What follows belongs to an exercise in optimizing a design on an open flow for small area, a short achievable clock period and few clock cycles per item; a production flow would make more cautious choices. Where RTL was checked, it was by simulation tests only, not by an equivalence proof against the original. No activity file was given, so power comes from the tool's default toggle rates.

Design proof_emul, start of the top module:
module proof_emul #(
  parameter int BMAX = 256
) (
  input  logic            clk_i,
  input  logic            arst_ni,
  input  logic            istr_i,
  input  logic [BMAX-1:0] modp_i,
  input  logic [BMAX-1:0] opa_i,
  input  logic [BMAX-1:0] opb_i,
  output logic            busy_o,
  output logic            vlid_o,
  output logic            ierr_o,
  output logic [BMAX-1:0] prod_o
);
  localparam int W  = 261;    
  localparam int WT = 263;    
  localparam int EW = 12;     
  logic [255:0] p_r, a_r;
  logic [257:0] b_r;
  logic [W-1:0] ss_r, sc_r;
  localparam int NS = 2;
  localparam int SW = 9;
  localparam int S_G4 = 0, S_G1 = 1, S_DS1 = 2, S_DS2 = 3, S_DNG = 4,
                 S_QS1 = 5, S_QS2 = 6, S_QNG = 7, S_ROT = 8;
  logic [SW-1:0] sel_n;           
  logic [SW-1:0] sel_q [NS];      
  logic [SW-1:0] sel_c [NS];      
  logic [SW-1:0] sel0;            
  logic       busy_r, vlid_r;
  logic       m_norm, m_loop, m_res, m_rot;
  logic       first_r, cor_r;
  logic [7:0] j_r;                 
  logic [7:0] ka_r;                
  logic [6:0] sh_r;                
  logic [6:0] rc_r;                
  logic [WT-1:0] xs, ys, zd, mp, s1, c1, c1s, s2, c2;
  logic [WT-1:0] pw1, pw2;
  assign pw1 = {3'b0, p_r, 4'b0};
  ...
==> flow/config.mk <==
export PLATFORM = sky130hd
export DESIGN_NAME = proof_emul
export DESIGN_NICKNAME = proof_emul
export VERILOG_FILES = /design/flow/design.v
export SDC_FILE = /design/flow/constraint.sdc
export NUM_CORES = 4
export LEC_CHECK = 0
export CAP_MARGIN = 20
export CORE_MARGIN = 2
export CORE_UTILIZATION = 40
export SLEW_MARGIN = 20
==> flow/constraint.sdc <==
create_clock -name core_clock -period 17.5 [get_ports {clk_i}]
set_input_delay 3.5000 -clock core_clock [delete_from_list [all_inputs] [get_ports {clk_i}]]
set_output_delay 3.5000 -clock core_clock [all_outputs]
set_load 0.01 [all_outputs]
standard.sh (not shown) runs the stock make flow with config.mk's settings and CLKGATE_MAP_FILE= SYNTH_SCRIPT=/design/flow/synth_recipe.tcl, a recipe that flattens the netlist after the stock synthesis.
==> flow/flow/run.sh <==
#!/bin/bash
# The standard ORFS layout (standard.sh), with two changes to how it is made:
#  - the port buffers are sky130_fd_sc_hd__buf_2 cells (buffer_ports' -buffer_cell);
#  - the flow's own repair_timing steps (after CTS and after global routing) are
#    asked for a larger setup slack margin, so that they size and buffer the
#    design for a shorter period than the constraint's. The SDC is unchanged.
# The full make output goes to make_finish.log; ORFS keeps each step's log under orfs/logs.
set -euo pipefail
export BUFFER_PORTS_ARGS="-buffer_cell sky130_fd_sc_hd__buf_2"
export SETUP_SLACK_MARGIN=12.5
bash standard.sh finish > make_finish.log 2>&1
Change:
--- a/flow/design.v
+++ b/flow/design.v
@@ -14,15 +14,15 @@
 );
   localparam int W  = 261;    
   localparam int WT = 263;    
   localparam int EW = 12;     
   logic [255:0] p_r, a_r;
   logic [257:0] b_r;
   logic [W-1:0] ss_r, sc_r;
-  localparam int NS = 2;
+  localparam int NS = 4;
   localparam int SW = 9;
   localparam int S_G4 = 0, S_G1 = 1, S_DS1 = 2, S_DS2 = 3, S_DNG = 4,
                  S_QS1 = 5, S_QS2 = 6, S_QNG = 7, S_ROT = 8;
   logic [SW-1:0] sel_n;           
   logic [SW-1:0] sel_q [NS];      
   logic [SW-1:0] sel_c [NS];      
   logic [SW-1:0] sel0;            
@@ -174,16 +174,16 @@
     end else if (m_norm) begin
       p_r <= p_r << 2;
     end
     b_r <= istr_i ? {2'b00, opb_i} : (b_r << 2);
   end
   logic last_step, zero_now, neg_now, norm_done;
   assign last_step = (j_r == 8'd130);
-  assign zero_now  = (c2[W-2:0] == '0);
-  assign neg_now   = s2[W-1];
+  assign zero_now  = (c1[W-2:0] == '0);
+  assign neg_now   = s1[W-1];
   assign norm_done = (p_r[253:252] != 2'b00) || (sh_r == 7'd126);
   assign sel0      = sel_c[0];
   always_comb begin
     sel_n = sel0;
     if (istr_i) begin
       sel_n = '0;
       sel_n[S_DS1] = (modp_i[255] | modp_i[254]) & opb_i[255];
=>
- synthesized cell count rises by 0.30%
- hold slack hardly moves
- synthesized area rises by 0.74%
- wire length falls by 7.9%
- flip-flop and latch count rises by 16
- worst setup slack improves by 62 ps
- sequential share of layout area rises by 0.75 points
- power rises by 1.1%
- cell count falls by 0.39%
Testbench counts after the change, summed over its fixed seeds: cycles 26,406, items 192.
Function not checked in the first run of this note: the RTL went through the layout flow alone.

## afterwards: timing with drivers on the ports
No port has a modelled driver above. Below, the same layouts with a new extraction and two added sets of constraints.
Step 1, drivers: a clkbuf_16 drives clk_i and a buf_2 each remaining input, both assumed.
Step 2, shift: input delay + t, output delay - t, t = (earliest + latest rising clock arrival at the registers) / 2. This alone moves slack from input paths to output paths.
Three values: ideal, step 1, step 2; two values: the first two.
run | shift t [ns] | slack for setup (ns) | slew at the worst register clock pin (ns)
the first run | 0.909 | 12.458 / 12.423 / 11.576 | 0.07 / 0.07
the second run | 0.909 | 12.520 / 12.425 / 11.663 | 0.07 / 0.07
After both steps setup and hold are still met in every run listed. For the first run, which loses most, drivers alone change the setup slack by -0.035 ns; drivers and shift together by -0.882 ns.
